What follows belongs to an exercise in optimizing a design on an open flow for small area; a production flow would make more cautious choices. In this exercise RTL edits were held to simulation tests only and were not proved equivalent to the original. No activity file was given, so power comes from the tool's default toggle rates.

==> flow/design.v <==
package lidar_pkg;
    localparam logic [7:0] HEADER_FIRST  = 8'h55;
    localparam logic [7:0] HEADER_SECOND = 8'hAA;
    localparam logic [3:0] ST_HUNT1 = 4'd0;
    localparam logic [3:0] ST_HUNT2 = 4'd1;
    localparam logic [3:0] ST_COUNT = 4'd2;
    localparam logic [3:0] ST_S_LO  = 4'd3;
    localparam logic [3:0] ST_S_HI  = 4'd4;
    localparam logic [3:0] ST_E_LO  = 4'd5;
    localparam logic [3:0] ST_E_HI  = 4'd6;
    localparam logic [3:0] ST_D_LO  = 4'd7;
    localparam logic [3:0] ST_D_HI  = 4'd8;
endpackage
`timescale 1ns/1ns
module lidar_scan_top (
    input  logic        clk,
    input  logic        TxD_reset,
    input  logic [7:0]  data,
    input  logic        take_data,
    output logic [15:0] min_angle,
    output logic [15:0] max_angle,
    output logic [15:0] obs_alert,
    output logic        result_valid
);
    logic [3:0]  state;
    logic [7:0]  low_byte;
    logic [7:0]  count;        
    logic [7:0]  idx;          
    logic [15:0] start_angle;
    logic [15:0] span;
    logic        take;
    logic [15:0] word;
    logic [15:0] span_nx;
    logic [7:0]  idx_inc;
    logic        last;
    logic        at_count, at_s_hi, at_e_hi, at_d_hi;
    logic        count_ok;
    assign take     = take_data & ~TxD_reset;
    assign word     = {data, low_byte};
    rc_inc #(8) u_idx_inc (.a(idx), .ci(1'b1), .s(idx_inc), .co());
    assign last     = (idx_inc == count);
    assign at_count = (state == lidar_pkg::ST_COUNT);
    assign at_s_hi  = (state == lidar_pkg::ST_S_HI);
    assign at_e_hi  = (state == lidar_pkg::ST_E_HI);
    assign at_d_hi  = (state == lidar_pkg::ST_D_HI);
    assign count_ok = (data[7:1] != 7'd0);
    rc_add #(16) u_span (.a(word), .b(~start_angle), .ci(1'b1), .s(span_nx), .co());
    always_ff @(posedge clk) begin
        if (TxD_reset) begin
            state <= lidar_pkg::ST_HUNT1;
        end else if (take_data) begin
            case (state)
                lidar_pkg::ST_HUNT1:
                    if (data == lidar_pkg::HEADER_FIRST) state <= lidar_pkg::ST_HUNT2;
                lidar_pkg::ST_HUNT2:
                    if (data == lidar_pkg::HEADER_SECOND) state <= lidar_pkg::ST_COUNT;
                    else if (data != lidar_pkg::HEADER_FIRST) state <= lidar_pkg::ST_HUNT1;
                lidar_pkg::ST_COUNT:
                    state <= count_ok ? lidar_pkg::ST_S_LO : lidar_pkg::ST_HUNT1;
                lidar_pkg::ST_D_HI:
                    state <= last ? lidar_pkg::ST_HUNT1 : lidar_pkg::ST_D_LO;
                default:
                    state <= state + 4'd1;
            endcase
        end
    end
    always_ff @(posedge clk) begin
        if (take_data) begin
            low_byte <= data;
            if (at_count) count <= data;
            if (at_s_hi) start_angle <= word;
            if (at_e_hi) span <= span_nx;
            if (at_d_hi) idx <= idx_inc;
            else if (state != lidar_pkg::ST_D_LO) idx <= 8'd0;
        end
    end
    logic [15:0] min_dist, max_dist;
    logic [7:0]  min_idx, max_idx;
    logic [7:0]  min_idx_nx, max_idx_nx;
    logic        nonzero, first, upd_min, upd_max, sample;
    assign sample     = take & at_d_hi;
    assign nonzero    = (word != 16'd0);
    assign first      = (idx == 8'd0);
    logic        ge_min, le_max;
    rc_carry #(16) u_cmp_min (.a(word), .b(~min_dist), .ci(1'b1), .co(ge_min));
    rc_carry #(16) u_cmp_max (.a(max_dist), .b(~word), .ci(1'b1), .co(le_max));
    assign upd_min    = first | (nonzero & ~ge_min);
    assign upd_max    = first | (nonzero & ~le_max);
    assign min_idx_nx = upd_min ? idx : min_idx;
    assign max_idx_nx = upd_max ? idx : max_idx;
    always_ff @(posedge clk) begin
        if (sample) begin
            if (upd_min) begin
                min_dist <= word | {16{~nonzero}};
                min_idx  <= idx;
            end
            if (upd_max) begin
                max_dist <= word;
                max_idx  <= idx;
            end
        end
    end
    logic [1:0] pend;
    always_ff @(posedge clk) begin
        if (TxD_reset) begin
            pend      <= 2'b00;
            obs_alert <= 16'd0;
        end else begin
            if (pend == 2'b01) obs_alert <= 16'd0;
            else if (pend[1]) obs_alert <= {pend[0], obs_alert[15:1]};
            pend <= 2'b00;
            if (take & at_count & count_ok) pend <= 2'b01;
            else if (sample & nonzero & (idx[7:4] == 4'd0))
                pend <= {1'b1, (word[15:7] == 9'd0)};
        end
    end
    logic [47:0] w;
    logic [7:0]  divisor;
    logic [15:0] base;
    logic        busy;
    logic [5:0]  step;
    logic        done_pkt;
    logic [5:0]  step_inc;
    rc_inc #(6) u_step_inc (.a(step), .ci(1'b1), .s(step_inc), .co());
    logic        m_mul, m_div, m_add;
    logic [16:0] lo_a;          
    logic [17:0] lo_b;          
    logic [6:0]  hi_b;
    logic [8:0]  top;           
    logic        fits;
    logic        xa, xb;
    logic [16:0] add_b;
    assign done_pkt = sample & last;
    assign m_mul = (step[5:3] == 3'd0);
    assign m_div = (step[5:3] == 3'd1) | (step[5:3] == 3'd2) |
                   (step[5:3] == 3'd4) | (step[5:3] == 3'd5);
    assign m_add = (step == 6'd24) | (step == 6'd48);
    assign xa    = m_mul ? 1'b0 : w[23];
    rc_add #(16) u_lo_a (.a({w[38:24], xa}), .b((m_mul & w[47]) ? span : 16'd0), .ci(1'b0),
                         .s(lo_a[15:0]), .co(lo_a[16]));
    rc_add #(8) u_top (.a(w[46:39]), .b(m_div ? ~divisor : 8'd0), .ci(m_div | lo_a[16]),
                       .s(top[7:0]), .co(top[8]));
    assign fits  = m_div & (w[47] | top[8]);
    assign xb    = fits;
    assign add_b = m_mul ? {1'b0, w[23] ? span : 16'd0} :
                   m_add ? {base, 1'b0} : 17'd0;
    rc_add #(17) u_lo_b (.a({w[15:0], xb}), .b(add_b), .ci(1'b0), .s(lo_b[16:0]), .co(lo_b[17]));
    rc_inc #(7) u_hi_b (.a(w[22:16]), .ci(m_mul & lo_b[17]), .s(hi_b), .co());
    always_ff @(posedge clk) begin
        if (done_pkt) begin
            w[47:24] <= {max_idx_nx[6:0], 1'b0, max_idx_nx[7] ? span : 16'd0};
            w[23:0]  <= {min_idx_nx[6:0], 1'b0, min_idx_nx[7] ? span : 16'd0};
            divisor  <= idx;
            base     <= start_angle;
            step     <= 6'd1;
        end else begin
            w[47:40] <= (m_div & ~fits) ? w[46:39] : top[7:0];
            w[39:24] <= lo_a[15:0];
            w[23:17] <= hi_b;
            w[16:0]  <= lo_b[16:0];
            step     <= step_inc;
        end
    end
    always_ff @(posedge clk) begin
        if (TxD_reset) begin
            busy         <= 1'b0;
            result_valid <= 1'b0;
        end else begin
            result_valid <= busy & (step == 6'd48);
            if (done_pkt) busy <= 1'b1;
            else if (step == 6'd48) busy <= 1'b0;
        end
    end
    assign max_angle = w[40:25];
    assign min_angle = w[16:1];
endmodule
module rc_add #(parameter int W = 8) (
    input  logic [W-1:0] a,
    input  logic [W-1:0] b,
    input  logic         ci,
    output logic [W-1:0] s,
    output logic         co
);
    logic [W:0] c;
    assign c[0] = ci;
    for (genvar i = 0; i < W; i++) begin : g_bit
        assign s[i]   = a[i] ^ b[i] ^ c[i];
        assign c[i+1] = (a[i] & b[i]) | (c[i] & (a[i] ^ b[i]));
    end
    assign co = c[W];
endmodule
module rc_carry #(parameter int W = 8) (
    input  logic [W-1:0] a,
    input  logic [W-1:0] b,
    input  logic         ci,
    output logic         co
);
    logic [W:0] c;
    assign c[0] = ci;
    for (genvar i = 0; i < W; i++) begin : g_bit
        assign c[i+1] = (a[i] & b[i]) | (c[i] & (a[i] | b[i]));
    end
    assign co = c[W];
endmodule
module rc_inc #(parameter int W = 8) (
    input  logic [W-1:0] a,
    input  logic         ci,
    output logic [W-1:0] s,
    output logic         co
);
    logic [W:0] c;
    assign c[0] = ci;
    for (genvar i = 0; i < W; i++) begin : g_bit
        assign s[i]   = a[i] ^ c[i];
        assign c[i+1] = a[i] & c[i];
    end
    assign co = c[W];
endmodule
==> flow/run.sh <==
#!/bin/bash
# synth_recipe.tcl (not shown) runs the flow's synth.tcl, then flattens the netlist and writes it again
# the make line also repeats each setting of config.mk as NAME=value (left out here)
make -C /OpenROAD-flow-scripts/flow DESIGN_CONFIG=/design/flow/config.mk WORK_HOME=/design/flow/orfs CLKGATE_MAP_FILE= SYNTH_SCRIPT=/design/flow/synth_recipe.tcl finish
==> flow/config.mk <==
export PLATFORM = sky130hd
export DESIGN_NAME = lidar_scan_top
export DESIGN_NICKNAME = lidar_scan_top
export VERILOG_FILES = /design/flow/design.v
export SDC_FILE = /design/flow/constraint.sdc
export NUM_CORES = 4
export LEC_CHECK = 0
export CAP_MARGIN = 20
export CORE_MARGIN = 2
export CORE_UTILIZATION = 40
export SLEW_MARGIN = 20
==> flow/constraint.sdc <==
create_clock -name core_clock -period 8.0 [get_ports {clk}]
set_input_delay 1.6000 -clock core_clock [delete_from_list [all_inputs] [get_ports {clk}]]
set_output_delay 1.6000 -clock core_clock [all_outputs]
set_load 0.01 [all_outputs]
==> impl_metrics.csv, run 1 <==
group,metric,value,unit
run_status,outcome,"finished with violations",
run_status,violations,"setup timing",
cells_and_area,areaGrowthSynthToFinish,22.2,%
power,vdd_ir_drop_max,0.142,mV
route,wl_per_cell,16.7,um
global_routing,track_usage,0.163,
cells_and_area,nFillCells,2181,
worst_setup_path,cp-end-kind,"flip-flop",
worst_setup_path,timing.critical_path.buf_inv,5,
worst_setup_path,critPathMaxStageDelay,0.36,ns
worst_setup_path,reg2reg_to,"w[23]",
logic_synthesis,synth_nets,912,
cts,insertion_delay,0.52,ns
logic_synthesis,ys.flop_type,"edfxtp_1",
timing,drv_slew,0,
logic_synthesis,syn_area_per_cell,12.1,um^2
cts,cts_max_path_buffers,3,
floorplanning,std_cell_rows,57,
floorplanning,core,24400,um^2
logic_synthesis,async_flop_share,0,
cells_and_area,final_common_cell,"edfxtp_1",
worst_setup_path,worstPathArrival,14.78,ns
global_routing,overflow,0,
logic_synthesis,yosys_warnings,1,
worst_setup_path,cp_slowest_cell,"fa_2",
floorplanning,initial_core_util,0.409,
min_path,hold_path_depth,0,
timing,min_period,14.38,ns
timing,worst_slew_pin_slew,0.953,ns
global_routing,antenna_found_initial,0,
timing,finalSetupViolations,32,
place,io_buffers,59,
worst_setup_path,cp_max_fo,4,
timing,slew_headroom,0.363,
logic_synthesis,synth_edf_count,128,
global_routing,grt_pass1_wl,33900,um
logic_synthesis,synth.area.top_cells,"edfxtp_1 39%, dfxtp_1 16%, fa_1 11%",
cells_and_area,utilization,0.499,
route,firstDrtPassIters,7,
cells_and_area,num_antenna_cells,0,
timing,fin_tns_setup,-93.29,ns
timing,fin_ws,-6.38,ns
cts,numCtsBuffers,24,
worst_setup_path,crit_family,"adder cells",
cts,clock-sinks,206,
worst_setup_path,critical_path_class,"flip-flop to flip-flop",
route,vias,6160,
cells_and_area,drive_above_1_share,0.205,
floorplanning,ios,60,
floorplanning,die_y,162,um
cts,cts_hold_buf,0,
worst_setup_path,crit_top_cell,"fa_2",
floorplanning,dieArea,26200,um^2
cts,clkTransAtPathRegs,0.06,ns
min_path,worstHoldEndpoint,"base[0]",
min_path,hold_start,"start_angle[0]",
place,dpl_worst_slack,-6.62,ns
logic_synthesis,synth_top_area_cell,"edfxtp_1",
timing,finalClockSkew,0.0111,ns
logic_synthesis,yosys.area.top_type_share,0.386,
timing,hold_viol,0,
worst_setup_path,reg2reg_depth,61,
logic_synthesis,yosysSeqAreaShare,0.542,
timing,fin_crit_sh,1.80,
worst_setup_path,start_kind,"flip-flop",
route,drc,0,
power,power.density,222,nW/um^2
cells_and_area,final_nets,992,
power,leakage,4.65,nW
route,drt-initial-drc-count,415,
global_routing,grt_max_degree,40,
worst_setup_path,rrSetupSlack,-6.38,ns
worst_setup_path,r2r-start,"step[3]",
cells_and_area,layout_common_cells,"128 x edfxtp_1, 77 x dfxtp_1, 74 x nand2_1",
place,place_congestion,0.779,
worst_setup_path,required,8.40,ns
route,ant_nets,0,
cts,cts_tree,"built",
cts,cts_root_buf,"clkbuf_16",
timing,fin_hold_ws,0.464,ns
global_routing,first_global_vias,6290,
floorplanning,die_w,162,um
place,dpl.hpwl,15100,um
cts,h-tree-depth,1,
job,cap_violations,0,
logic_synthesis,yosysUniqueCellTypes,54,
route,avgViaCountPerCell,4.95,
min_path,hp-class,"flip-flop to flip-flop",
logic_synthesis,ys_ff_latch,206,
timing,max_clock_freq,0.0696,GHz
timing,rsz0062_at_grt,"true",
logic_synthesis,netlist_instances,823,
route,drt_wl_total,20800,um
logic_synthesis,syn_area,9960,um^2
## synthesized netlist by cell type (6+ instances only)
cell	number
edfxtp_1	128
and2_1	13
nand2_1	74
nor4_1	7
nand3_1	6
xor2_1	7
fa_1	53
or3_1	10
ha_1	25
nand2b_1	12
inv_1	74
o22ai_1	19
o221a_2	7
nor2_1	53
a22o_1	6
nor2b_1	12
a22oi_1	16
buf_4	32
a21oi_1	16
o21ai_0	28
dfxtp_1	78
maj3_1	11
clkbuf_1	24
mux2_2	17
and3_1	17
mux2i_1	20
xnor2_1	7
## state kept, by name, summed over array words and instances, names as in the netlist
signal        cells
state             4
start_angle      16
idx               8
obs_alert        16
span             16
w                48
divisor           8
pend              2
min_idx           8
max_dist         16
base             16
min_dist         16
low_byte          8
count             8
max_idx           8
step              6
busy              1
result_valid      1
## logic make-up (layout without fill, tap and decap cells)
family / after synthesis / in the layout / synth area share
AOI/OAI and AO/OA: 115 / 115 / 0.0792
xor gates and xnor gates: 14 / 14 / 0.0123
adders and majority gates: 93 / 93 / 0.153
buffers and inverters: 133 / 231 / 0.0622
DFF: 206 / 206 / 0.542
muxes: 37 / 37 / 0.0393
and+or+nand+nor: 225 / 225 / 0.111
## stage by stage
stage | cell area, um^2 | std cells | power, mW
after floorplan | 10200 | 823 | 1.43
after global placement | 11200 | 1200 | 1.53
after detailed placement | 11200 | 1200 | 1.53
after CTS | 12100 | 1244 | 2.73
after global routing | 12200 | 1245 | 2.82
final | 12200 | 1245 | 2.70
## layer usage
layer / track usage / wire, um / vias up
li1: - / - / 3002
met1: 0.244 / 10400 / 2989
met2: 0.249 / 9080 / 143
met3: 0.0268 / 1010 / 26
met4: 0.0434 / 369 / 0
met5: 0 / 0 / -
## where the power goes
group / leakage (nW) / internal (mW) / switching, mW
Sequential: 1.82 / 1.17 / 0.0322
Combinational: 2.41 / 0.155 / 0.154
Clock: 0.426 / 0.765 / 0.426
## worst reg2reg max path, delay by kind of cell (launching register included)
family                     cells  cell delay [ns]
DFF                            1             0.33
buffers and inverters          5             0.24
adders and majority gates     47            12.45
xor gates and xnor gates       1             0.11
and+or+nand+nor                6             0.94
AOI/OAI and AO/OA              2             0.23
## final cells by class
class / count / area, um^2 / share of cell area
timing repair buffer: 111 / 993 / 0.0816
inverter: 76 / 285 / 0.0234
clock buffer: 38 / 744 / 0.0612
tap: 324 / 405 / 0.0333
sequential: 206 / 5410 / 0.444
multi-input combinational: 484 / 4200 / 0.345
clock inverter: 6 / 136 / 0.0112
## how the worst max path moves through the flow
stage | startpoint | endpoint | slack [ns] | cells after the start
after floorplan | step[5] | w[22] | -6.17 | 63
after global routing | step[3] | w[23] | -6.85 | 61
final | step[3] | w[23] | -6.38 | 61
after global placement | step[4] | w[22] | -6.46 | 61
after detailed placement | step[4] | w[22] | -6.62 | 61
after CTS | step[3] | w[22] | -6.46 | 61
## repair_timing
item	CTS	global route
pin swaps	7	0
endpoints found under the setup margin	32	32
setup buffers	0	1
gates resized for setup	3	5
==> run 2, diff against run 1 <==
--- a/flow/design.v
+++ b/flow/design.v
@@ -119,45 +119,55 @@
     logic [15:0] base;
     logic        busy;
     logic [5:0]  step;
+    logic [5:0]  step_inc;
     logic        done_pkt;
-    logic [5:0]  step_inc;
+    logic        m_mul, m_div, m_add;      
+    logic        bit_a, bit_b;             
+    logic        nxt_a, nxt_b;
+    logic [16:0] lo_a;                     
+    logic [7:0]  inc_a;                    
+    logic [8:0]  dif_a;                    
+    logic        fits;
+    logic [16:0] lo_b;                     
+    logic [6:0]  inc_b;
+    logic        b16, cy16;
+    assign done_pkt = sample & last;
     rc_inc #(6) u_step_inc (.a(step), .ci(1'b1), .s(step_inc), .co());
-    logic        m_mul, m_div, m_add;
-    logic [16:0] lo_a;          
-    logic [17:0] lo_b;          
-    logic [6:0]  hi_b;
-    logic [8:0]  top;           
-    logic        fits;
-    logic        xa, xb;
-    logic [16:0] add_b;
-    assign done_pkt = sample & last;
-    assign m_mul = (step[5:3] == 3'd0);
-    assign m_div = (step[5:3] == 3'd1) | (step[5:3] == 3'd2) |
-                   (step[5:3] == 3'd4) | (step[5:3] == 3'd5);
-    assign m_add = (step == 6'd24) | (step == 6'd48);
-    assign xa    = m_mul ? 1'b0 : w[23];
-    rc_add #(16) u_lo_a (.a({w[38:24], xa}), .b((m_mul & w[47]) ? span : 16'd0), .ci(1'b0),
+    assign nxt_a = done_pkt ? max_idx_nx[6] : (step_inc[5:3] == 3'd0) & max_idx[~step_inc[2:0]];
+    assign nxt_b = done_pkt ? min_idx_nx[6] : (step_inc[5:3] == 3'd0) & min_idx[~step_inc[2:0]];
+    rc_add #(16) u_lo_a (.a({w[38:24], 1'b0}), .b(bit_a ? span : 16'd0), .ci(1'b0),
                          .s(lo_a[15:0]), .co(lo_a[16]));
-    rc_add #(8) u_top (.a(w[46:39]), .b(m_div ? ~divisor : 8'd0), .ci(m_div | lo_a[16]),
-                       .s(top[7:0]), .co(top[8]));
-    assign fits  = m_div & (w[47] | top[8]);
-    assign xb    = fits;
-    assign add_b = m_mul ? {1'b0, w[23] ? span : 16'd0} :
-                   m_add ? {base, 1'b0} : 17'd0;
-    rc_add #(17) u_lo_b (.a({w[15:0], xb}), .b(add_b), .ci(1'b0), .s(lo_b[16:0]), .co(lo_b[17]));
-    rc_inc #(7) u_hi_b (.a(w[22:16]), .ci(m_mul & lo_b[17]), .s(hi_b), .co());
-    always_ff @(posedge clk) begin
+    rc_inc #(8) u_inc_a (.a(w[46:39]), .ci(1'b1), .s(inc_a), .co());
+    rc_add #(8) u_dif_a (.a(w[46:39]), .b(~divisor), .ci(1'b1), .s(dif_a[7:0]), .co(dif_a[8]));
+    assign fits  = m_div & (w[47] | dif_a[8]);
+    rc_add #(16) u_lo_b (.a({w[14:0], 1'b0}),
+                         .b((bit_b ? span : 16'd0) | (m_add ? {base[14:0], 1'b0} : 16'd0)),
+                         .ci(1'b0), .s(lo_b[15:0]), .co(lo_b[16]));
+    rc_inc #(7) u_inc_b (.a(w[22:16]), .ci(1'b1), .s(inc_b), .co());
+    assign b16  = w[15] ^ (m_add & base[15]) ^ lo_b[16];
+    assign cy16 = ~m_add & w[15] & lo_b[16];
+    always_ff @(posedge clk) begin
+        w[47:41] <= fits ? dif_a[7:1] : lo_a[16] ? inc_a[7:1] : w[46:40];
+        w[23:17] <= cy16 ? inc_b : w[22:16];
+        bit_a    <= nxt_a;
+        bit_b    <= nxt_b;
+        m_mul    <= done_pkt | (step_inc[5:3] == 3'd0);
+        m_div    <= ~done_pkt & ((step_inc[5:3] == 3'd1) | (step_inc[5:3] == 3'd2) |
+                                 (step_inc[5:3] == 3'd4) | (step_inc[5:3] == 3'd5));
+        m_add    <= ~done_pkt & ((step_inc == 6'd24) | (step_inc == 6'd48));
         if (done_pkt) begin
-            w[47:24] <= {max_idx_nx[6:0], 1'b0, max_idx_nx[7] ? span : 16'd0};
-            w[23:0]  <= {min_idx_nx[6:0], 1'b0, min_idx_nx[7] ? span : 16'd0};
+            w[40]    <= 1'b0;
+            w[39:24] <= max_idx_nx[7] ? span : 16'd0;
+            w[16]    <= 1'b0;
+            w[15:0]  <= min_idx_nx[7] ? span : 16'd0;
             divisor  <= idx;
             base     <= start_angle;
             step     <= 6'd1;
         end else begin
-            w[47:40] <= (m_div & ~fits) ? w[46:39] : top[7:0];
-            w[39:24] <= lo_a[15:0];
-            w[23:17] <= hi_b;
-            w[16:0]  <= lo_b[16:0];
+            w[40]    <= fits ? dif_a[0] : lo_a[16] ? inc_a[0] : w[39];
+            w[39:24] <= {lo_a[15:1], lo_a[0] | (~m_mul & w[23])};
+            w[16]    <= b16;
+            w[15:0]  <= {lo_b[15:1], lo_b[0] | fits};
             step     <= step_inc;
         end
     end
--- a/flow/config.mk
+++ b/flow/config.mk
@@ -8,4 +8,6 @@
 export CAP_MARGIN = 20
 export CORE_MARGIN = 2
 export CORE_UTILIZATION = 40
+export CTS_BUF_LIST = sky130_fd_sc_hd__clkbuf_8
+export CTS_CLUSTER_SIZE = 20
 export SLEW_MARGIN = 20
==> impl_metrics.csv, run 2 <==
group,metric,value,unit
route,firstDrtPassIters,5,
cells_and_area,num_antenna_cells,0,
route,ant_nets,0,
floorplanning,dieArea,26200,um^2
timing,finalClockSkew,0.0165,ns
timing,fin_ws,0.397,ns
route,avgViaCountPerCell,4.89,
cts,cts_max_path_buffers,3,
worst_setup_path,cp_max_fo,4,
timing,finalSetupViolations,0,
cts,insertion_delay,0.52,ns
worst_setup_path,required,8.25,ns
cts,cts_hold_buf,0,
timing,fin_crit_sh,0.950,
logic_synthesis,yosysUniqueCellTypes,63,
cells_and_area,final_nets,918,
worst_setup_path,timing.critical_path.buf_inv,1,
place,dpl.hpwl,13600,um
logic_synthesis,yosys_warnings,1,
cts,numCtsBuffers,38,
floorplanning,std_cell_rows,57,
floorplanning,die_w,162,um
worst_setup_path,crit_chain,"inv_1 > ha_1 > fa_1 > fa_1 > fa_1 > fa_1 > fa_1 > fa_1 > fa_1 > fa_1 > fa_1 > fa_1 > fa_1 > fa_1 > fa_1 > fa_1 > xnor2_1 > xnor2_1",
route,drt-initial-drc-count,344,
cells_and_area,top_register,"w",
worst_setup_path,cp-end-kind,"flip-flop",
logic_synthesis,ys_top_cells_by_count,"128 x edfxtp_1, 83 x dfxtp_1, 78 x inv_1",
logic_synthesis,syn_area_per_cell,12.8,um^2
global_routing,grt_pass1_wl,31500,um
cts,clock-sinks,211,
cells_and_area,areaGrowthSynthToFinish,14.3,%
floorplanning,core,24400,um^2
cts,cts_tree,"built",
min_path,hp-class,"flip-flop to flip-flop",
global_routing,overflow,0,
route,vias,5767,
cells_and_area,drive_above_1_share,0.125,
logic_synthesis,ys.flop_type,"edfxtp_1",
logic_synthesis,synth.area.top_cells,"edfxtp_1 39%, dfxtp_1 17%, fa_1 9.9%",
worst_setup_path,start_kind,"flip-flop",
power,p_seq_frac,0.453,
place,io_buffers,59,
place,place_congestion,0.794,
logic_synthesis,synth_top_area_cell,"edfxtp_1",
timing,min_period,7.60,ns
timing,worst_slew_pin_slew,1.02,ns
worst_setup_path,startpoint,"low_byte[0]",
job,cap_violations,0,
global_routing,track_usage,0.152,
cts,h-tree-depth,2,
logic_synthesis,async_flop_share,0,
worst_setup_path,worstPathArrival,7.86,ns
timing,fin_tns_setup,0,ns
logic_synthesis,yosysSeqAreaShare,0.553,
timing,hold_viol,0,
logic_synthesis,synth_edf_count,128,
power,p_int,2.25,mW
global_routing,antenna_found_initial,0,
min_path,hold_start,"w[22]",
floorplanning,die_y,162,um
cells_and_area,nFillCells,2237,
worst_setup_path,cp_slowest_cell,"fa_1",
logic_synthesis,yosys.area.top_type_share,0.386,
power,clkPwrFrac,0.292,
logic_synthesis,syn_area,9960,um^2
place,dpl_worst_slack,0.267,ns
cts,cts_root_buf,"clkbuf_8",
power,vdd_ir_drop_max,0.147,mV
logic_synthesis,yosys.cell_count.top_type,"edfxtp_1",
worst_setup_path,critical_path_class,"flip-flop to flip-flop",
cells_and_area,largest_reg_flops,48,
cts,cts_resized,0,
worst_setup_path,crit_top_cell,"fa_1",
timing,slew_headroom,0.318,
power,swShare,0.282,
power,comb_power_share,0.255,
run_status,outcome,"no timing/DRC/antenna violations",
timing,rsz0062_at_grt,"false",
worst_setup_path,critPathMaxStageDelay,0.48,ns
timing,drv_slew,0,
power,leakage,4.37,nW
cells_and_area,layout_common_cells,"128 x edfxtp_1, 97 x inv_1, 83 x dfxtp_1",
cts,clkTransAtPathRegs,0.06,ns
route,drc,0,
power,total_power,3.14,mW
power,p_sw,0.885,mW
global_routing,first_global_vias,5941,
worst_setup_path,r2r-start,"low_byte[0]",
logic_synthesis,ys_ff_latch,211,
cells_and_area,final_common_cell,"edfxtp_1",
route,drt_wl_total,19400,um
cells_and_area,utilization,0.467,
global_routing,grt_max_degree,65,
power,power.density,275,nW/um^2
logic_synthesis,synth_nets,866,
timing,max_clock_freq,0.132,GHz
floorplanning,initial_core_util,0.408,
worst_setup_path,crit_family,"adder cells",
floorplanning,ios,60,
logic_synthesis,netlist_instances,775,
route,wl_per_cell,16.4,um
## run 2: cell count changes in the layout (fill, tap and decap cells not counted), sizes merged, moves of 15 or more
cell | previous run | this run
inv | 76 | 98
a31o | 0 | 18
buf | 52 | 9
o22ai | 19 | 4
nand2 | 74 | 28
or2 | 1 | 16
## run 2: timing repair
item                                   CTS  global route
endpoints found under the hold margin    0             0
setup endpoints to repair                0             1
buffers inserted                         0             1
## run 2: worst paths after layout
check,to,slack [ns],depth (start not counted)
max reg2reg,span[15],0.40,18
max,span[15],0.40,18
min,w[23],0.44,1
min reg2reg,w[23],0.44,1
## run 2: cell type report
class,count,area [um^2],share of cell area
sequential,211,5510,0.484
multi-input combinational,429,3830,0.336
timing repair buffer,68,658,0.0578
clock buffer,40,551,0.0484
tap,324,405,0.0356
inverter,79,297,0.0261
clock inverter,28,138,0.0121
## run 2: per-layer routing
metal | wire, um | global-route usage
met1 | 9710 | 0.219
met2 | 8550 | 0.232
met3 | 745 | 0.0289
met4 | 368 | 0.0527
met5 | 0 | 0
## run 2: logic make-up after synthesis
group | Yosys count | synth area share
flip-flops | 211 | 0.553
buffers and inverters | 135 | 0.0643
AND/OR/NAND/NOR | 180 | 0.0946
XOR/XNOR | 20 | 0.0176
adder cells (fa/ha/maj) | 88 | 0.146
multiplexers | 35 | 0.0417
AO/OA/AOI/OAI | 106 | 0.0833
## run 2: metrics by stage
stage          cell area [um^2]  hold slack [ns]  cells
3_3_place_gp              10700            0.424   1110
6_report                  11400            0.437   1179
2_1_floorplan              9960            0.409    775
3_5_place_dp              10700            0.434   1110
5_1_grt                   11400            0.448   1179
4_1_cts                   11400            0.444   1178
## run 2: power by group through the flow
| stage | combinational (mW) | sequential [mW] | clock [mW] |
|---|---|---|---|
| 2_1_floorplan | 0.650 | 1.41 | 0 |
| 6_report | 0.798 | 1.42 | 0.916 |
| 4_1_cts | 0.815 | 1.43 | 0.951 |
| 5_1_grt | 0.919 | 1.44 | 0.998 |
| 3_3_place_gp | 0.787 | 1.45 | 0 |
| 3_5_place_dp | 0.812 | 1.45 | 0 |
==> run 3, diff against run 2 <==
--- a/flow/config.mk
+++ b/flow/config.mk
@@ -8,6 +8,6 @@
 export CAP_MARGIN = 20
 export CORE_MARGIN = 2
 export CORE_UTILIZATION = 40
-export CTS_BUF_LIST = sky130_fd_sc_hd__clkbuf_8
-export CTS_CLUSTER_SIZE = 20
+export CTS_BUF_LIST = sky130_fd_sc_hd__clkbuf_4
+export CTS_CLUSTER_SIZE = 10
 export SLEW_MARGIN = 20
==> impl_metrics.csv, run 3 <==
group,metric,value,unit
cells_and_area,final-seq-area,5510,um^2
global_routing,grt_pass1_wl,31700,um
logic_synthesis,netlist_instances,775,
power,power.density,279,nW/um^2
worst_setup_path,reg2reg_depth,18,
cells_and_area,utilization,0.469,
global_routing,overflow,0,
global_routing,antenna_found_initial,1,
logic_synthesis,ys.flop_type,"edfxtp_1",
route,drc,0,
logic_synthesis,synth_top_area_cell,"edfxtp_1",
floorplanning,die_y,162,um
logic_synthesis,yosys.cell_count.top_type,"edfxtp_1",
floorplanning,std_cell_rows,57,
logic_synthesis,yosys_warnings,1,
worst_setup_path,cp_max_fo,4,
place,place_congestion,0.794,
min_path,worstHoldEndpoint,"w[23]",
floorplanning,die_w,162,um
place,dpl.hpwl,13600,um
timing,rsz0062_at_grt,"false",
cts,clkTransAtPathRegs,0.07,ns
logic_synthesis,ys_ff_latch,211,
floorplanning,core,24400,um^2
logic_synthesis,synth_top_family_by_area,"adder cells",
power,vdd_ir_drop_max,0.144,mV
logic_synthesis,synth.area.top_cells,"edfxtp_1 39%, dfxtp_1 17%, fa_1 9.9%",
cells_and_area,final_common_cell,"edfxtp_1",
global_routing,grt_max_degree,65,
cts,cts_max_path_buffers,3,
cts,insertion_delay,0.68,ns
logic_synthesis,yosysSeqAreaShare,0.553,
cts,post-cts-setup-buffer-count,0,
worst_setup_path,r2r-start,"low_byte[0]",
route,vias,5913,
min_path,hp-class,"flip-flop to flip-flop",
logic_synthesis,async_flop_share,0,
cells_and_area,drive_above_1_share,0.174,
cts,clock-sinks,211,
route,avgViaCountPerCell,4.87,
timing,finalClockSkew,0.0494,ns
route,ant_nets,0,
cells_and_area,largest_reg_flops,48,
logic_synthesis,syn_area,9960,um^2
logic_synthesis,synthAdderAreaFrac,0.146,
timing,min_period,7.65,ns
worst_setup_path,worstPathArrival,8.04,ns
worst_setup_path,cp-end-kind,"flip-flop",
logic_synthesis,yosysUniqueCellTypes,63,
logic_synthesis,synth_xor_area_frac,0.0176,
timing,drv_slew,0,
cts,cts_tree,"built",
logic_synthesis,synth_mux_area_frac,0.0417,
place,io_buffers,59,
logic_synthesis,synth_nets,866,
worst_setup_path,critical_path_class,"flip-flop to flip-flop",
cells_and_area,areaGrowthSynthToFinish,14.9,%
job,cap_violations,0,
worst_setup_path,required,8.39,ns
cells_and_area,multiInputGateArea,3830,um^2
timing,finalSetupViolations,0,
logic_synthesis,synth_edf_count,128,
logic_synthesis,yosys.area.top_type_share,0.386,
min_path,hold_path_depth,1,
global_routing,track_usage,0.153,
run_status,outcome,"no timing/DRC/antenna violations",
logic_synthesis,yosys.area_share.simple,0.0946,
cells_and_area,final_nets,937,
floorplanning,ios,60,
global_routing,first_global_vias,6085,
route,drt-initial-drc-count,360,
cts,cts_resized,0,
worst_setup_path,reg2reg_to,"span[15]",
cts,cts_root_buf,"clkbuf_4",
timing,hold_viol,0,
cells_and_area,layout_common_cells,"128 x edfxtp_1, 90 x clkbuf_4, 83 x dfxtp_1",
timing,slew_headroom,0.321,
logic_synthesis,ys_top_cells_by_count,"128 x edfxtp_1, 83 x dfxtp_1, 78 x inv_1",
timing,fin_tns_setup,0,ns
power,leakage,4.39,nW
route,drt_wl_total,19300,um
route,wl_per_cell,15.9,um
cells_and_area,top_register,"w",
logic_synthesis,syn_area_per_cell,12.8,um^2
timing,max_clock_freq,0.131,GHz
min_path,hold_start,"w[22]",
cts,cts_hold_buf,0,
worst_setup_path,start_kind,"flip-flop",
floorplanning,initial_core_util,0.408,
timing,fin_crit_sh,0.956,
logic_synthesis,synth_compound_area_frac,0.0833,
cells_and_area,nFillCells,2249,
route,firstDrtPassIters,5,
cts,numCtsBuffers,57,
cts,h-tree-depth,2,
floorplanning,dieArea,26200,um^2
worst_setup_path,rrSetupSlack,0.35,ns
timing,worst_slew_pin_slew,1.01,ns
[run 3: cell counts after synthesis]
No cell type changed its count.
[run 3: logic make-up after synthesis]
kind of cell / Yosys count
xor gates and xnor gates: 20
AOI/OAI and AO/OA: 106
buffers and inverters: 135
adders and majority gates: 88
muxes: 35
and+or+nand+nor: 180
DFF: 211
[run 3: routing by layer]
metal	share of wire	track usage
met5	0	0
met4	0.021	0.0567
met3	0.048	0.0352
met2	0.44	0.232
met1	0.49	0.215
[run 3: per-stage QoR]
stage	std cells	worst slack, ns	hold slack (ns)	cell area (um^2)	total power, mW
final	1214	0.350	0.443	11400	3.19
after global routing	1214	0.0437	0.446	11400	3.42
after CTS	1212	0.227	0.447	11400	3.24
after detailed placement	1110	0.267	0.434	10700	2.26
after global placement	1110	0.322	0.424	10700	2.23
after floorplan	775	0.521	0.409	9960	2.06
[run 3: power breakdown]
group | internal (mW) | leakage [nW] | switching, mW | total [mW]
Clock | 0.537 | 0.448 | 0.434 | 0.971
Combinational | 0.444 | 2.09 | 0.353 | 0.798
Sequential | 1.31 | 1.86 | 0.108 | 1.42
[run 3: layout make-up]
class,count,area share
diodes,1,0.000219
repair buffers,68,0.0575
flip-flops and latches,211,0.481
well taps,324,0.0354
multi-input cells,429,0.335
clock inverters,12,0.00634
inverters,79,0.0259
clock buffers,90,0.0590
[run 3: critical path: stages, from the launching register on]
cell and delay, ns:
edfxtp_1 0.39, inv_1 0.06, ha_1 0.21, fa_1 0.46, fa_1 0.46, fa_1 0.46, fa_1 0.46, fa_1 0.48
fa_1 0.47, fa_1 0.46, fa_1 0.47, fa_1 0.46, fa_1 0.46, fa_1 0.46, fa_1 0.46, fa_1 0.46
fa_1 0.44, xnor2_1 0.15, xnor2_1 0.13
[run 3: worst max path at each step]
stage,from,to,slack [ns],cells after the start
floorplan,low_byte[0],span[15],0.52,18
global placement,low_byte[0],span[15],0.32,18
detailed placement,low_byte[0],span[15],0.27,18
CTS,low_byte[0],span[15],0.23,18
global route,low_byte[0],span[15],0.04,18
finish,low_byte[0],span[15],0.35,18
==> run 4, diff against run 3 <==
--- a/flow/config.mk
+++ b/flow/config.mk
@@ -8,6 +8,4 @@
 export CAP_MARGIN = 20
 export CORE_MARGIN = 2
 export CORE_UTILIZATION = 40
-export CTS_BUF_LIST = sky130_fd_sc_hd__clkbuf_4
-export CTS_CLUSTER_SIZE = 10
 export SLEW_MARGIN = 20
==> impl_metrics.csv, run 4 <==
group,metric,value,unit
logic_synthesis,yosysSeqAreaShare,0.553,
global_routing,track_usage,0.148,
logic_synthesis,async_flop_share,0,
run_status,outcome,"no timing/DRC/antenna violations",
logic_synthesis,synth_edf_count,128,
logic_synthesis,synth_top_area_cell,"edfxtp_1",
power,leakage,4.32,nW
place,io_buffers,59,
route,vias,5669,
cts,h-tree-depth,1,
worst_setup_path,worstPathArrival,7.85,ns
timing,slew_headroom,0.326,
route,drt-met1-wl,9530,um
power,p_seq_frac,0.434,
logic_synthesis,yosys_warnings,1,
worst_setup_path,start_kind,"flip-flop",
timing,rsz0062_at_grt,"false",
logic_synthesis,syn_area_per_cell,12.8,um^2
cts,numCtsBuffers,24,
power,swShare,0.270,
cells_and_area,num_antenna_cells,0,
cts,cts_max_path_buffers,3,
route,met3WireLength,597,um
power,power.density,285,nW/um^2
place,dpl.hpwl,13600,um
global_routing,grt_pass1_wl,31100,um
logic_synthesis,netlist_instances,775,
worst_setup_path,cp-end-kind,"flip-flop",
route,avgViaCountPerCell,4.91,
route,wl_met2,8380,um
floorplanning,initial_core_util,0.408,
cells_and_area,drive_above_1_share,0.119,
min_path,hp-class,"flip-flop to flip-flop",
cts,cts_resized,0,
timing,max_clock_freq,0.131,GHz
logic_synthesis,ys.flop_type,"edfxtp_1",
logic_synthesis,yosys.area.top_type_share,0.386,
floorplanning,std_cell_rows,57,
cells_and_area,layout_common_cells,"128 x edfxtp_1, 83 x dfxtp_1, 78 x inv_1",
route,drt_wl_total,18900,um
power,p_int,2.39,mW
timing,worst_slew_pin_slew,1.00,ns
route,drc,0,
global_routing,first_global_vias,5774,
timing,finalClockSkew,0.00592,ns
cts,clock-sinks,211,
timing,min_period,7.61,ns
floorplanning,die_y,162,um
timing,hold_viol,0,
global_routing,antenna_found_initial,0,
floorplanning,dieArea,26200,um^2
global_routing,overflow,0,
timing,fin_tns_setup,0,ns
cts,cts_root_buf,"clkbuf_16",
logic_synthesis,ys_top_cells_by_count,"128 x edfxtp_1, 83 x dfxtp_1, 78 x inv_1",
logic_synthesis,synth.area.top_cells,"edfxtp_1 39%, dfxtp_1 17%, fa_1 9.9%",
worst_setup_path,critical_path_class,"flip-flop to flip-flop",
route,ant_nets,0,
route,firstDrtPassIters,5,
cells_and_area,utilization,0.470,
logic_synthesis,ys_ff_latch,211,
power,p_sw,0.882,mW
logic_synthesis,yosysUniqueCellTypes,63,
timing,drv_slew,0,
cells_and_area,largest_reg_flops,48,
power,comb_power_share,0.244,
cells_and_area,final_nets,904,
cts,insertion_delay,0.50,ns
cts,cts_tree,"built",
logic_synthesis,syn_area,9960,um^2
cts,clkTransAtPathRegs,0.06,ns
logic_synthesis,synth_nets,866,
place,place_congestion,0.794,
job,cap_violations,0,
logic_synthesis,yosys.cell_count.top_type,"edfxtp_1",
cells_and_area,areaGrowthSynthToFinish,15.1,%
worst_setup_path,required,8.25,ns
route,wl_per_cell,16.4,um
floorplanning,core,24400,um^2
cells_and_area,final_common_cell,"edfxtp_1",
global_routing,grt_max_degree,65,
cts,cts_hold_buf,0,
route,drt-initial-drc-count,375,
timing,fin_crit_sh,0.951,
power,vdd_ir_drop_max,0.181,mV
timing,finalSetupViolations,0,
worst_setup_path,cp_max_fo,4,
cts,post-cts-setup-buffer-count,0,
power,clkPwrFrac,0.322,
floorplanning,ios,60,
cells_and_area,top_register,"w",
floorplanning,die_w,162,um
route,top_layer,"met4",
run 4: path summary, 6_finish.rpt:
check,start,cells past startpoint,end,slack [ns]
min,w[22],1,w[23],0.45
min reg2reg,w[22],1,w[23],0.45
max reg2reg,low_byte[0],18,span[15],0.39
max,low_byte[0],18,span[15],0.39
run 4: power groups by stage:
| stage | Clock, mW | Sequential (mW) | Combinational [mW] |
|---|---|---|---|
| global placement | 0 | 1.45 | 0.787 |
| CTS | 1.08 | 1.43 | 0.815 |
| detailed placement | 0 | 1.45 | 0.812 |
| global route | 1.12 | 1.44 | 0.920 |
| finish | 1.05 | 1.42 | 0.797 |
| floorplan | 0 | 1.41 | 0.650 |
run 4: layer usage:
layer  vias up  track usage
li1       2760            -
met3        29       0.0227
met2        98        0.231
met4         0       0.0366
met1      2782        0.219
met5         -            0
run 4: kinds of logic (layout without fill, tap and decap cells):
kind of cell	count (synthesis)	after routing	synth area share
DFF	211	211	0.553
and+or+nand+nor	180	180	0.0946
buffers and inverters	135	191	0.0643
AOI/OAI and AO/OA	106	106	0.0833
adders and majority gates	88	88	0.146
muxes	35	35	0.0417
xor gates and xnor gates	20	20	0.0176
run 4: final cells by class:
cell class	count	area, um^2
multi-input combinational	429	3830
sequential	211	5510
inverter	79	297
clock buffer	28	637
clock inverter	16	129
tap	324	405
timing repair buffer	68	658
fill	2222	12900
run 4: critical path, cell delays in order, from the launching register on:
cell,delay (ns)
edfxtp_1,0.38
inv_1,0.06
ha_1,0.21
fa_1,0.46
fa_1,0.46
fa_1,0.46
fa_1,0.46
fa_1,0.48
fa_1,0.47
fa_1,0.46
fa_1,0.47
fa_1,0.46
fa_1,0.46
fa_1,0.46
fa_1,0.46
fa_1,0.45
fa_1,0.44
xnor2_1,0.15
xnor2_1,0.12
run 4: per-stage QoR:
| step | hold WS (ns) | std cells | power, mW | area, um^2 | setup WS, ns |
|---|---|---|---|---|---|
| 3_3_place_gp | 0.424 | 1110 | 2.23 | 10700 | 0.322 |
| 5_1_grt | 0.456 | 1155 | 3.48 | 11500 | 0.0608 |
| 4_1_cts | 0.449 | 1154 | 3.32 | 11400 | 0.250 |
| 3_5_place_dp | 0.434 | 1110 | 2.26 | 10700 | 0.267 |
| 2_1_floorplan | 0.409 | 775 | 2.06 | 9960 | 0.521 |
| 6_report | 0.447 | 1155 | 3.27 | 11500 | 0.394 |
==> run 5, diff against run 4 <==
--- a/flow/config.mk
+++ b/flow/config.mk
@@ -8,4 +8,6 @@
 export CAP_MARGIN = 20
 export CORE_MARGIN = 2
 export CORE_UTILIZATION = 40
+export CTS_BUF_LIST = sky130_fd_sc_hd__clkbuf_4 sky130_fd_sc_hd__clkbuf_8
+export CTS_CLUSTER_SIZE = 16
 export SLEW_MARGIN = 20
==> impl_metrics.csv, run 5 <==
group,metric,value,unit
min_path,hold_start,"w[22]",
power,vdd_ir_drop_max,0.149,mV
route,drt-initial-drc-count,345,
global_routing,antenna_found_initial,0,
worst_setup_path,crit_chain,"inv_1 > ha_1 > fa_1 > fa_1 > fa_1 > fa_1 > fa_1 > fa_1 > fa_1 > fa_1 > fa_1 > fa_1 > fa_1 > fa_1 > fa_1 > fa_1 > xnor2_1 > xnor2_1",
timing,max_clock_freq,0.131,GHz
cts,cts_root_buf,"clkbuf_8",
timing,finalClockSkew,0.0217,ns
global_routing,grt_max_degree,65,
cells_and_area,num_antenna_cells,0,
worst_setup_path,reg2reg_depth,18,
job,cap_violations,0,
logic_synthesis,yosysSeqAreaShare,0.553,
place,dpl.hpwl,13600,um
worst_setup_path,cp-end-kind,"flip-flop",
cts,clkTransAtPathRegs,0.06,ns
global_routing,overflow,0,
timing,finalSetupViolations,0,
worst_setup_path,critical_path_class,"flip-flop to flip-flop",
timing,rsz0062_at_grt,"false",
cells_and_area,largest_reg_flops,48,
logic_synthesis,yosys_warnings,1,
cells_and_area,final_common_cell,"edfxtp_1",
logic_synthesis,syn_area_per_cell,12.8,um^2
worst_setup_path,startpoint,"low_byte[0]",
floorplanning,initial_core_util,0.408,
floorplanning,core,24400,um^2
worst_setup_path,path_depth,18,
cells_and_area,final_area,11500,um^2
min_path,hold_path_depth,1,
floorplanning,std_cell_rows,57,
run_status,outcome,"no timing/DRC/antenna violations",
worst_setup_path,cp_max_fo,4,
cts,cts_resized,0,
power,total_power,3.22,mW
place,place_congestion,0.794,
cells_and_area,nFillCells,2230,
worst_setup_path,rrSetupSlack,0.39,ns
place,placed_area,10700,um^2
logic_synthesis,synth_edf_count,128,
global_routing,grt_pass1_wl,31500,um
floorplanning,ios,60,
global_routing,track_usage,0.152,
timing,hold_viol,0,
power,leakage,4.35,nW
logic_synthesis,syn_area,9960,um^2
worst_setup_path,crit_top_cell,"fa_1",
logic_synthesis,yosysUniqueCellTypes,63,
logic_synthesis,synth.area.top_cells,"edfxtp_1 39%, dfxtp_1 17%, fa_1 9.9%",
route,drc,0,
logic_synthesis,ys_ff_latch,211,
worst_setup_path,r2r-start,"low_byte[0]",
logic_synthesis,synth_top_area_cell,"edfxtp_1",
cells_and_area,layout_common_cells,"128 x edfxtp_1, 83 x dfxtp_1, 78 x inv_1",
timing,worst_slew_pin_slew,1.01,ns
route,wl_per_cell,16.4,um
timing,fin_crit_sh,0.951,
timing,fin_tns_setup,0,ns
cells_and_area,layout.cells.non_filler,1178,
timing,slew_headroom,0.325,
route,avgViaCountPerCell,4.86,
timing,drv_slew,0,
worst_setup_path,start_kind,"flip-flop",
cts,h-tree-depth,2,
cells_and_area,drive_above_1_share,0.149,
route,ant_nets,0,
worst_setup_path,cp_slowest_cell,"fa_1",
logic_synthesis,yosys.area.top_type_share,0.386,
global_routing,first_global_vias,5901,
worst_setup_path,required,8.26,ns
logic_synthesis,synth_nets,866,
timing,min_period,7.61,ns
floorplanning,dieArea,26200,um^2
route,vias,5727,
cts,cts_tree,"built",
cts,clock-sinks,211,
cts,numCtsBuffers,38,
cells_and_area,final_nets,918,
cells_and_area,areaGrowthSynthToFinish,15.0,%
floorplanning,die_y,162,um
place,placed_cells,1110,
cells_and_area,top_register,"w",
logic_synthesis,async_flop_share,0,
worst_setup_path,critPathMaxStageDelay,0.48,ns
logic_synthesis,ys.flop_type,"edfxtp_1",
logic_synthesis,yosys.cell_count.top_type,"edfxtp_1",
worst_setup_path,crit_family,"adder cells",
logic_synthesis,ys_top_cells_by_count,"128 x edfxtp_1, 83 x dfxtp_1, 78 x inv_1",
min_path,hp-class,"flip-flop to flip-flop",
cts,cts_max_path_buffers,3,
worst_setup_path,timing.critical_path.buf_inv,1,
route,firstDrtPassIters,4,
route,drt_wl_total,19300,um
logic_synthesis,netlist_instances,775,
power,power.density,281,nW/um^2
place,io_buffers,59,
floorplanning,die_w,162,um
cts,insertion_delay,0.52,ns
worst_setup_path,worstPathArrival,7.87,ns
## run 5: cell type report
cell class | count | area, um^2 | area share
inverter | 79 | 297 | 0.0259
timing repair buffer | 68 | 658 | 0.0575
tap | 324 | 405 | 0.0354
sequential | 211 | 5510 | 0.481
clock buffer | 63 | 742 | 0.0648
clock inverter | 4 | 18.8 | 0.00164
multi-input combinational | 429 | 3830 | 0.334
## run 5: worst paths after layout
| path | endpoint |
|---|---|
| setup reg to reg | span[15] |
| setup / recovery | span[15] |
| hold reg to reg | w[23] |
| hold / removal | w[23] |
## run 5: through the flow
step / hold WS [ns] / util / worst slack (ns)
finish: 0.433 / 0.470 / 0.389
global placement: 0.424 / 0.438 / 0.322
CTS: 0.445 / 0.469 / 0.239
detailed placement: 0.434 / 0.438 / 0.267
global route: 0.450 / 0.470 / 0.0580
floorplan: 0.409 / - / 0.521
## run 5: what timing repair did
action                     4_1_cts  5_1_grt
buffers inserted                 0        1
hold endpoints to repair         0        0
setup endpoints to repair        0        1
hold buffers                     0        0
## run 5: layer usage
| layer | global-route usage | part of all wire | wire length (um) |
|---|---|---|---|
| met1 | 0.218 | 0.50 | 9660 |
| met2 | 0.231 | 0.44 | 8450 |
| met3 | 0.0306 | 0.041 | 787 |
| met4 | 0.0499 | 0.020 | 392 |
| met5 | 0 | 0 | 0 |
## run 5: cells by family (layout without fill, tap and decap cells)
| kind of cell | count (synthesis) | in the layout | synth area share |
|---|---|---|---|
| XOR/XNOR | 20 | 20 | 0.0176 |
| multiplexers | 35 | 35 | 0.0417 |
| AND/OR/NAND/NOR | 180 | 180 | 0.0946 |
| flip-flops | 211 | 211 | 0.553 |
| buffers and inverters | 135 | 214 | 0.0643 |
| adder cells (fa/ha/maj) | 88 | 88 | 0.146 |
| AO/OA/AOI/OAI | 106 | 106 | 0.0833 |
## run 5: where the power goes
| part | switching (mW) | internal, mW |
|---|---|---|
| combinational | 0.353 | 0.445 |
| sequential | 0.108 | 1.31 |
| clock | 0.419 | 0.581 |
| total | 0.881 | 2.34 |
==> run 6, diff against run 5 <==
==> flow/flow/run.sh (new file) <==
#!/bin/bash
# Standard ORFS layout with smaller port buffers and a clock tree without dummy loads.
set -euo pipefail
cd "$(dirname "$0")/.."
export BUFFER_PORTS_ARGS="-buffer_cell sky130_fd_sc_hd__buf_1"
export CTS_ARGS="-sink_clustering_enable -repair_clock_nets -dont_use_dummy_load -buf_list sky130_fd_sc_hd__clkbuf_8 -sink_clustering_size 20 -sink_clustering_max_diameter 100"
bash standard.sh > standard_flow.log 2>&1
==> flow/standard.sh (new file) <==
#!/bin/bash
# synth_recipe.tcl (not shown) runs the flow's synth.tcl, then flattens the netlist and writes it again
# the make line also repeats each setting of config.mk as NAME=value (left out here)
make -C /OpenROAD-flow-scripts/flow DESIGN_CONFIG=/design/flow/config.mk WORK_HOME=/design/flow/orfs CLKGATE_MAP_FILE= SYNTH_SCRIPT=/design/flow/synth_recipe.tcl "${@:-finish}"
--- a/flow/config.mk
+++ b/flow/config.mk
@@ -8,6 +8,4 @@
 export CAP_MARGIN = 20
 export CORE_MARGIN = 2
 export CORE_UTILIZATION = 40
-export CTS_BUF_LIST = sky130_fd_sc_hd__clkbuf_4 sky130_fd_sc_hd__clkbuf_8
-export CTS_CLUSTER_SIZE = 16
 export SLEW_MARGIN = 20
removed: flow/run.sh
==> impl_metrics.csv, run 6 <==
group,metric,value,unit
timing,fin_crit_sh,0.956,
timing,max_clock_freq,0.131,GHz
floorplanning,std_cell_rows,57,
route,firstDrtPassIters,4,
cells_and_area,num_antenna_cells,0,
logic_synthesis,yosys.area.top_type_share,0.386,
logic_synthesis,ys.flop_type,"edfxtp_1",
global_routing,grt_max_degree,65,
cts,insertion_delay,0.51,ns
timing,rsz0062_at_grt,"false",
min_path,worstHoldEndpoint,"w[23]",
logic_synthesis,synth_nets,866,
place,io_buffers,59,
cts,cts_tree,"built",
route,wl_per_cell,16.5,um
global_routing,first_global_vias,5687,
cells_and_area,areaGrowthSynthToFinish,5.63,%
floorplanning,die_y,162,um
cts,cts_root_buf,"clkbuf_8",
floorplanning,die_w,162,um
route,top_layer,"met4",
power,leakage,3.90,nW
logic_synthesis,synth_edf_count,128,
power,vdd_ir_drop_max,0.122,mV
cells_and_area,final_area,10500,um^2
logic_synthesis,yosysUniqueCellTypes,63,
cells_and_area,top_register,"w",
cts,clkTransAtPathRegs,0.12,ns
place,placed_area,10300,um^2
global_routing,antenna_found_initial,0,
worst_setup_path,worstPathArrival,7.91,ns
job,cap_violations,0,
logic_synthesis,syn_area_per_cell,12.8,um^2
route,avgViaCountPerCell,4.95,
cells_and_area,final_common_cell,"edfxtp_1",
cells_and_area,largest_reg_flops,48,
cells_and_area,layout_common_cells,"128 x edfxtp_1, 83 x dfxtp_1, 78 x inv_1",
worst_setup_path,cp_max_fo,5,
route,ant_nets,0,
min_path,hp-class,"flip-flop to flip-flop",
cts,numCtsBuffers,14,
global_routing,grt_pass1_wl,30500,um
global_routing,track_usage,0.145,
cells_and_area,layout.cells.non_filler,1125,
worst_setup_path,critical_path_class,"flip-flop to flip-flop",
worst_setup_path,rrSetupSlack,0.35,ns
cts,clock-sinks,211,
logic_synthesis,syn_area,9960,um^2
cts,cts_max_path_buffers,3,
cells_and_area,final-seq-area,5510,um^2
worst_setup_path,r2r-start,"low_byte[0]",
logic_synthesis,yosys.cell_count.top_type,"edfxtp_1",
floorplanning,initial_core_util,0.408,
logic_synthesis,ys_ff_latch,211,
route,vias,5573,
route,drt_wl_total,18500,um
timing,fin_tns_setup,0,ns
cells_and_area,drive_above_1_share,0.0961,
worst_setup_path,reg2reg_depth,18,
worst_setup_path,cp-end-kind,"flip-flop",
timing,worst_slew_pin_slew,0.985,ns
run_status,outcome,"no timing/DRC/antenna violations",
timing,finalClockSkew,0.0647,ns
timing,min_period,7.65,ns
worst_setup_path,reg2reg_to,"span[15]",
global_routing,overflow,0,
place,placed_cells,1109,
logic_synthesis,synth_top_area_cell,"edfxtp_1",
cells_and_area,final_nets,894,
logic_synthesis,synth.area.top_cells,"edfxtp_1 39%, dfxtp_1 17%, fa_1 9.9%",
cts,h-tree-depth,1,
min_path,hold_start,"w[22]",
place,dpl.hpwl,13600,um
cells_and_area,multiInputGateArea,3830,um^2
timing,drv_slew,0,
cells_and_area,nFillCells,2304,
worst_setup_path,start_kind,"flip-flop",
power,total_power,2.58,mW
route,met3WireLength,681,um
timing,finalSetupViolations,0,
logic_synthesis,yosysSeqAreaShare,0.553,
logic_synthesis,netlist_instances,775,
route,drc,0,
logic_synthesis,ys_top_cells_by_count,"128 x edfxtp_1, 83 x dfxtp_1, 78 x inv_1",
logic_synthesis,async_flop_share,0,
timing,hold_viol,0,
logic_synthesis,yosys_warnings,1,
route,drt-met1-wl,9190,um
route,wl_met2,8390,um
floorplanning,dieArea,26200,um^2
power,power.density,246,nW/um^2
floorplanning,ios,60,
cells_and_area,utilization,0.431,
worst_setup_path,required,8.26,ns
place,place_congestion,0.779,
timing,slew_headroom,0.339,
floorplanning,core,24400,um^2
min_path,hold_path_depth,1,
route,drt-initial-drc-count,321,
[run 6: layer usage]
| metal | track usage | vias up |
|---|---|---|
| li1 | - | 2715 |
| met1 | 0.217 | 2745 |
| met2 | 0.228 | 98 |
| met3 | 0.0197 | 15 |
| met4 | 0.0322 | 0 |
| met5 | 0 | - |
[run 6: how the worst max path moves through the flow]
stage / from / cells after the start / end
after floorplan: low_byte[0] / 18 / span[15]
after global placement: low_byte[0] / 18 / span[15]
after detailed placement: low_byte[0] / 18 / span[15]
after CTS: low_byte[0] / 18 / span[15]
after global routing: low_byte[0] / 18 / span[15]
final: low_byte[0] / 18 / span[15]
[run 6: layout make-up]
class | instances | area share
inverter | 79 | 0.0282
multi-input combinational | 429 | 0.364
clock buffer | 14 | 0.0183
tap | 324 | 0.0385
sequential | 211 | 0.523
timing repair buffer | 68 | 0.0275
[run 6: per-stage QoR]
step,hold WS (ns),setup slack [ns]
2_1_floorplan,0.409,0.521
3_3_place_gp,0.428,0.317
3_5_place_dp,0.424,0.259
4_1_cts,0.445,0.240
5_1_grt,0.473,0.0268
6_report,0.439,0.352
[run 6: worst max-delay path: stages, from the launching register on]
cell and delay (ns):
edfxtp_1 0.42, inv_1 0.07, ha_1 0.22, fa_1 0.45
fa_1 0.46, fa_1 0.46, fa_1 0.46, fa_1 0.47
fa_1 0.46, fa_1 0.46, fa_1 0.46, fa_1 0.46
fa_1 0.46, fa_1 0.47, fa_1 0.46, fa_1 0.45
fa_1 0.44, xnor2_1 0.14, xnor2_1 0.12
[run 6: what timing repair did]
action	4_1_cts	5_1_grt
hold buffers	0	0
setup buffers	0	2
resized for setup	0	0
endpoints found under the setup margin	0	1
[run 6: power breakdown]
group | internal, mW | total [mW] | switching (mW)
logic | 0.339 | 0.692 | 0.353
registers | 1.31 | 1.42 | 0.106
clock network | 0.160 | 0.476 | 0.316
total | 1.81 | 2.58 | 0.776
[run 6: cell families after synthesis]
kind of cell    share of synthesized area
flops                               0.553
simple gates                       0.0946
buf+inv                            0.0643
compound gates                     0.0833
fa+ha+maj                           0.146
mux                                0.0417
xor+xnor                           0.0176
==> run 7, diff against run 6 <==
==> flow/flow/run.sh (replaced) <==
#!/bin/bash
# Standard ORFS layout with smaller port buffers and a clock tree without dummy loads.
set -euo pipefail
cd "$(dirname "$0")/.."
export BUFFER_PORTS_ARGS="-buffer_cell sky130_fd_sc_hd__buf_1"
export CTS_ARGS="-sink_clustering_enable -repair_clock_nets -dont_use_dummy_load -buf_list sky130_fd_sc_hd__clkbuf_8 -sink_clustering_size 20 -sink_clustering_max_diameter 60"
bash standard.sh > standard_flow.log 2>&1
==> impl_metrics.csv, run 7 <==
group,metric,value,unit
worst_setup_path,worstPathArrival,7.91,ns
cts,h-tree-depth,1,
global_routing,grt_pass1_wl,30700,um
min_path,hp-class,"flip-flop to flip-flop",
worst_setup_path,r2r-start,"low_byte[0]",
timing,drv_slew,0,
worst_setup_path,startpoint,"low_byte[0]",
floorplanning,core,24400,um^2
logic_synthesis,yosysSeqAreaShare,0.553,
logic_synthesis,syn_area_per_cell,12.8,um^2
global_routing,first_global_vias,5721,
worst_setup_path,crit_path_end,"span[15]",
logic_synthesis,synth_nets,866,
timing,fin_tns_setup,0,ns
timing,fin_crit_sh,0.959,
cts,clkTransAtPathRegs,0.12,ns
cells_and_area,final_nets,899,
logic_synthesis,yosys.cell_count.top_type,"edfxtp_1",
global_routing,track_usage,0.147,
timing,slew_headroom,0.328,
logic_synthesis,async_flop_share,0,
floorplanning,ios,60,
cells_and_area,top_register,"w",
timing,fin_hold_ws,0.444,ns
power,leakage,3.93,nW
global_routing,use_met1,0.217,
timing,finalSetupViolations,0,
worst_setup_path,rrSetupSlack,0.33,ns
timing,worst_slew_pin_slew,1.00,ns
worst_setup_path,start_kind,"flip-flop",
power,vdd_ir_drop_max,0.124,mV
cells_and_area,final_common_cell,"edfxtp_1",
global_routing,met2_usage,0.227,
power,power.density,251,nW/um^2
cts,insertion_delay,0.53,ns
route,firstDrtPassIters,5,
logic_synthesis,yosysUniqueCellTypes,63,
logic_synthesis,synth.area.top_cells,"edfxtp_1 39%, dfxtp_1 17%, fa_1 9.9%",
worst_setup_path,critical_path_class,"flip-flop to flip-flop",
cells_and_area,areaGrowthSynthToFinish,6.32,%
global_routing,overflow,0,
global_routing,grt_util_met3,0.0237,
route,drc,0,
timing,max_clock_freq,0.130,GHz
route,wl_per_cell,16.5,um
worst_setup_path,cp_max_fo,4,
logic_synthesis,synth_edf_count,128,
floorplanning,die_w,162,um
route,ant_nets,0,
cells_and_area,layout_common_cells,"128 x edfxtp_1, 83 x dfxtp_1, 78 x inv_1",
floorplanning,initial_core_util,0.408,
timing,min_period,7.67,ns
place,dpl.hpwl,13600,um
cells_and_area,utilization,0.434,
timing,hold_viol,0,
logic_synthesis,yosys_warnings,1,
route,avgViaCountPerCell,4.95,
cts,cts_root_buf,"clkbuf_8",
cts,numCtsBuffers,19,
cts,cts_max_path_buffers,3,
worst_setup_path,reg2reg_depth,18,
logic_synthesis,ys_ff_latch,211,
global_routing,antenna_found_initial,0,
cells_and_area,largest_reg_flops,48,
cells_and_area,num_antenna_cells,0,
global_routing,grt_most_used_layer,"met2",
route,drt-initial-drc-count,305,
job,cap_violations,0,
logic_synthesis,synth_top_area_cell,"edfxtp_1",
logic_synthesis,yosys.area.top_type_share,0.386,
worst_setup_path,reg2reg_to,"span[15]",
global_routing,grt_max_degree,65,
cells_and_area,drive_above_1_share,0.102,
worst_setup_path,cp-end-kind,"flip-flop",
cts,cts_tree,"built",
logic_synthesis,ys.flop_type,"edfxtp_1",
cells_and_area,nFillCells,2311,
floorplanning,std_cell_rows,57,
worst_setup_path,required,8.24,ns
logic_synthesis,netlist_instances,775,
logic_synthesis,syn_area,9960,um^2
place,io_buffers,59,
timing,finalClockSkew,0.0466,ns
run_status,outcome,"no timing/DRC/antenna violations",
floorplanning,die_y,162,um
cts,clock-sinks,211,
logic_synthesis,ys_top_cells_by_count,"128 x edfxtp_1, 83 x dfxtp_1, 78 x inv_1",
place,place_congestion,0.779,
floorplanning,dieArea,26200,um^2
route,vias,5598,
route,drt_wl_total,18700,um
timing,rsz0062_at_grt,"false",
run 7: cell counts after synthesis:
No cell type changed its count.
run 7: worst min path at each step:
| stage | from | end | slack (ns) | cells after the start |
|---|---|---|---|---|
| finish | w[22] | w[23] | 0.44 | 1 |
| global route | w[22] | w[23] | 0.47 | 1 |
| CTS | w[22] | w[23] | 0.45 | 1 |
| detailed placement | w[22] | w[23] | 0.42 | 1 |
| global placement | w[22] | w[23] | 0.43 | 1 |
| floorplan | w[22] | w[23] | 0.41 | 1 |
run 7: cell type report:
class / count / area, um^2 / share of cell area
Clock buffer: 19 / 262 / 0.0247
Inverter: 79 / 297 / 0.0280
Multi-Input combinational cell: 429 / 3830 / 0.362
Sequential cell: 211 / 5510 / 0.520
Tap cell: 324 / 405 / 0.0383
Timing Repair Buffer: 68 / 289 / 0.0273
run 7: logic make-up (layout without fill, tap and decap cells):
kind of cell / after synthesis / in the layout / share of synthesized area
flops: 211 / 211 / 0.553
simple gates: 180 / 180 / 0.0946
compound gates: 106 / 106 / 0.0833
mux: 35 / 35 / 0.0417
buf+inv: 135 / 166 / 0.0643
xor+xnor: 20 / 20 / 0.0176
fa+ha+maj: 88 / 88 / 0.146
run 7: timing repair:
| item | CTS | global route |
|---|---|---|
| setup endpoints to repair | 0 | 1 |
| setup buffers | 0 | 2 |
| gates resized for setup | 0 | 0 |
| hold buffers | 0 | 0 |
run 7: where the power goes:
| group | leakage [nW] | switching [mW] | internal (mW) |
|---|---|---|---|
| sequential | 1.86 | 0.106 | 1.31 |
| combinational | 1.94 | 0.354 | 0.340 |
| clock | 0.137 | 0.331 | 0.213 |
| total | 3.93 | 0.791 | 1.86 |
run 7: layer usage:
| layer | wire, um | share of wire | up-vias |
|---|---|---|---|
| li1 | - | - | 2724 |
| met1 | 9330 | 0.50 | 2763 |
| met2 | 8310 | 0.45 | 92 |
| met3 | 773 | 0.041 | 19 |
| met4 | 257 | 0.014 | 0 |
| met5 | 0 | 0 | - |
run 7: through the flow:
stage,instances,setup slack (ns),area [um^2],total power [mW]
floorplan,775,0.521,9960,2.06
global placement,1109,0.317,10300,2.13
detailed placement,1109,0.259,10300,2.15
CTS,1128,0.194,10600,2.70
global route,1130,0.0134,10600,2.87
finish,1130,0.330,10600,2.65
run 7: worst max-delay path, cell delays in order, from the launching register on:
cell	delay, ns
edfxtp_1	0.41
inv_1	0.06
ha_1	0.22
fa_1	0.45
fa_1	0.46
fa_1	0.46
fa_1	0.46
fa_1	0.47
fa_1	0.46
fa_1	0.46
fa_1	0.46
fa_1	0.46
fa_1	0.46
fa_1	0.47
fa_1	0.46
fa_1	0.46
fa_1	0.44
xnor2_1	0.14
xnor2_1	0.12

port drivers added, routing unchanged:
In the flow no input, the clock included, has a driving cell. The finished layouts below were timed again as built, in two steps. Step 1 assumes that a clkbuf_16 drives the clock port and a buf_2 every other input. Step 2 also shifts input and output timing later by t, the mid clock arrival at the registers, as if the neighbouring blocks saw the same clock. Three values: ideal ports, drivers, drivers and shift; two values: the first two.
run	shift t [ns]	setup WS [ns]	hold WS [ns]	worst register clock-pin slew, ns	worst slew at a driven data input, ns
run 1	0.552	-6.377 / -6.377 / -6.377	0.464 / 0.464 / 0.464	0.06 / 0.06	0.04
run 2	0.548	0.397 / 0.397 / 0.397	0.437 / 0.437 / 0.437	0.06 / 0.06	0.03
run 3	0.690	0.350 / 0.350 / 0.350	0.443 / 0.443 / 0.443	0.07 / 0.07	0.03
run 4	0.545	0.394 / 0.394 / 0.394	0.447 / 0.447 / 0.447	0.06 / 0.06	0.03
run 5	0.550	0.389 / 0.389 / 0.389	0.433 / 0.433 / 0.433	0.06 / 0.06	0.03
run 6	0.522	0.352 / 0.352 / 0.352	0.439 / 0.439 / 0.439	0.12 / 0.12	0.03
run 7	0.543	0.330 / 0.329 / 0.329	0.444 / 0.444 / 0.444	0.12 / 0.12	0.03
For run 7, which loses most, drivers alone change the setup slack by -0.001 ns; drivers and shift together by -0.001 ns.
